From an optimization exercise on the open Yosys and OpenROAD flow, aimed at small area, a short achievable clock period and few clock cycles per item; shortcuts taken in it are not production practice. Function was checked by simulation only, so behaviour that the tests miss may differ from the original.

==> 02-08: inputs <==
// window_conv_engine
module window_conv_engine #(
   parameter int PIXEL_WIDTH = 8,
   parameter int WINDOW      = 3,
   parameter int COEF_WIDTH  = 8,
   parameter int SHIFT       = 0,
   parameter int OUT_WIDTH   = 8,
   localparam int NTAPS      = WINDOW * WINDOW,
   localparam int AW         = (NTAPS > 1) ? $clog2(NTAPS) : 1
) (
   input  logic                                           clk,
   input  logic                                           rst_n,
   input  logic                                           win_valid,
   input  logic [WINDOW-1:0][WINDOW-1:0][PIXEL_WIDTH-1:0] window,
   output logic                                           win_ready,
   input  logic                                           coef_we,
   input  logic [AW-1:0]                                  coef_addr,
   input  logic [COEF_WIDTH-1:0]                          coef_data,
   output logic                                           out_valid,
   output logic [OUT_WIDTH-1:0]                           out_pixel,
   input  logic                                           out_ready
);
==> flow/config.mk <==
export PLATFORM = sky130hd
export DESIGN_NAME = window_conv_engine
export DESIGN_NICKNAME = window_conv_engine
export VERILOG_FILES = /design/flow/design.v
export SDC_FILE = /design/flow/constraint.sdc
export NUM_CORES = 4
export LEC_CHECK = 0
export ABC_AREA = 0
export ABC_CLOCK_PERIOD_IN_PS = 2500
export CAP_MARGIN = 20
export CORE_MARGIN = 2
export CORE_UTILIZATION = 55
export CTS_CLUSTER_SIZE = 50
export SETUP_SLACK_MARGIN = 3.2
export SLEW_MARGIN = 20
export SYNTH_HIERARCHICAL = 1
export SYNTH_MINIMUM_KEEP_SIZE = 0
==> flow/constraint.sdc <==
create_clock -name core_clock -period 5.5 [get_ports {clk}]
set_input_delay 1.1000 -clock core_clock [delete_from_list [all_inputs] [get_ports {clk}]]
set_output_delay 1.1000 -clock core_clock [all_outputs]
set_load 0.01 [all_outputs]
standard.sh (not shown) runs the stock make flow with config.mk's settings and CLKGATE_MAP_FILE= SYNTH_SCRIPT=/design/flow/synth_recipe.tcl, a recipe that flattens the netlist after the stock synthesis.
==> flow/flow/run.sh <==
#!/bin/bash
# Layout flow: the standard synthesis and layout (standard.sh), unchanged except that the
# port buffers that global placement inserts on every input and output are buf_4 cells
# instead of the delay-type buffer ORFS picks by default.
set -euo pipefail
bash standard.sh synth > synth.log 2>&1
BUFFER_PORTS_ARGS="-buffer_cell sky130_fd_sc_hd__buf_4" bash standard.sh finish > layout.log 2>&1
==> 11-05 (differences from 02-08) <==
--- a/flow/design.v
+++ b/flow/design.v
@@ -56,18 +56,16 @@
    output logic [OUT_WIDTH-1:0]                           out_pixel,
    input  logic                                           out_ready
 );
    localparam int CAP = 6;    
    logic [8:0][7:0] coef_q;
    always_ff @(posedge clk) begin
       for (int t = 0; t < 9; t++) begin
-         if (!rst_n)
-            coef_q[t] <= '0;
-         else if (coef_we && coef_addr == 4'(t))
-            coef_q[t] <= coef_data;
+         if (!rst_n || (coef_we && coef_addr == 4'(t)))
+            coef_q[t] <= coef_data & {8{rst_n}};
       end
    end
    logic [35:0] e_one, e_two, e_neg, e_pos;
    always_comb begin
       for (int t = 0; t < 9; t++) begin
          for (int k = 0; k < 4; k++) begin
             logic b2, b1, b0;
- CTS_BUF_LIST: unset -> sky130_fd_sc_hd__clkbuf_4 sky130_fd_sc_hd__clkbuf_8
- CTS_CLUSTER_SIZE: 50 -> 40
==> results.py <==
metrics = {
    "run_status": {
        "status": "timing/DRC/antenna clean",
    },
    "layout": {
        "final_cell_count_no_fill": 2840,
        "nFillCells": 3260,
        "multi_input_area_um2": 17400,
    },
    "clock_tree": {
        "root_buffer": "clkbuf_8",
    },
    "synthesis": {
        "synthTopCellsByCount": "362 x fa_1, 324 x a22o_1, 293 x xor2_1, 290 x dfxtp_1, 120 x edfxtp_1",
        "yosys.area.top_type": "fa_1",
        "mappedNetlistArea_um2": 25800,
        "ys_seq_area_share_pct": 38.6,
        "synth-xor-area-share_pct": 10.2,
    },
    "global_routing": {
        "grt.total_usage_pct": 33.2,
    },
    "sta": {
        "holdWs_ns": 0.328,
    },
    "critical_path": {
        "worst_path_largest_cell_delay_ns": 0.62,
    },
}
# the run above: 11-05

==> results.py <==
metrics = {
    "layout": {
        "final_cell_count_no_fill": 2905,
        "dominant-cell-class": "multi-input combinational cells",
        "nFillCells": 3625,
        "multi_input_area_um2": 17400,
    },
    "synthesis": {
        "synthCells": 2098,
        "synth-async-reset-ratio_pct": 5.09,
        "yosys.area.top_type": "dfxtp_1",
        "synthTopCellsByCount": "362 x dfxtp_1, 362 x fa_1, 324 x a22o_1, 291 x xor2_1, 77 x nor2b_1",
        "synth-xor-area-share_pct": 9.91,
        "mappedNetlistArea_um2": 26300,
    },
    "run_status": {
        "status": "timing/DRC/antenna clean",
    },
    "global_routing": {
        "grt.total_usage_pct": 32.6,
        "grt_overflow": 0,
        "grt_util_met3_pct": 7.76,
    },
    "route": {
        "drtIter0Drc": 1751,
    },
    "critical_path": {
        "worst_path_largest_cell_delay_ns": 0.66,
        "cp_cell_sequence": "buf_4, xor2_1, a22o_1, fa_2, fa_2",
    },
    "sta": {
        "holdWs_ns": 0.327,
        "tightest_slew_ns": 0.735,
    },
    "floorplanning": {
        "start_util_pct": 55.4,
    },
    "clock_tree": {
        "root_buffer": "clkbuf_16",
    },
}
# the run above: 02-08

Testbench counts of 02-08, summed over its fixed seeds: cycles 8,328, items 8,000.
Testbench counts of 11-05, summed over its fixed seeds: cycles 8,328, items 8,000.

afterwards: timing with drivers on the ports:
How much do the figures lean on ideal ports? The routed layouts below were timed once more, with nothing changed but the port constraints.
Step 1 (the two cells are an assumption about what drives the block):
set clk [get_ports {clk}]
set_driving_cell -lib_cell sky130_fd_sc_hd__clkbuf_16 $clk
set_driving_cell -lib_cell sky130_fd_sc_hd__buf_2 [delete_from_list [all_inputs] $clk]
Step 2 times the ports against the registers' clock, not the clock port: input delays grow and output delays shrink by t, the midpoint of the rising clock arrivals with the driver on.
a / b / c = no drivers / after step 1 / after step 2; a / b = the first two.
run	shift t [ns]	slack for setup (ns)	slew at the worst register clock pin (ns)
02-08	0.659	3.209 / 3.195 / 2.578	0.07 / 0.07
11-05	0.720	3.083 / 3.083 / 2.537	0.08 / 0.08
After both steps every run listed still meets setup and hold. The setup slack of 02-08, which loses most, moves by -0.014 ns with the drivers and by -0.631 ns with both steps.
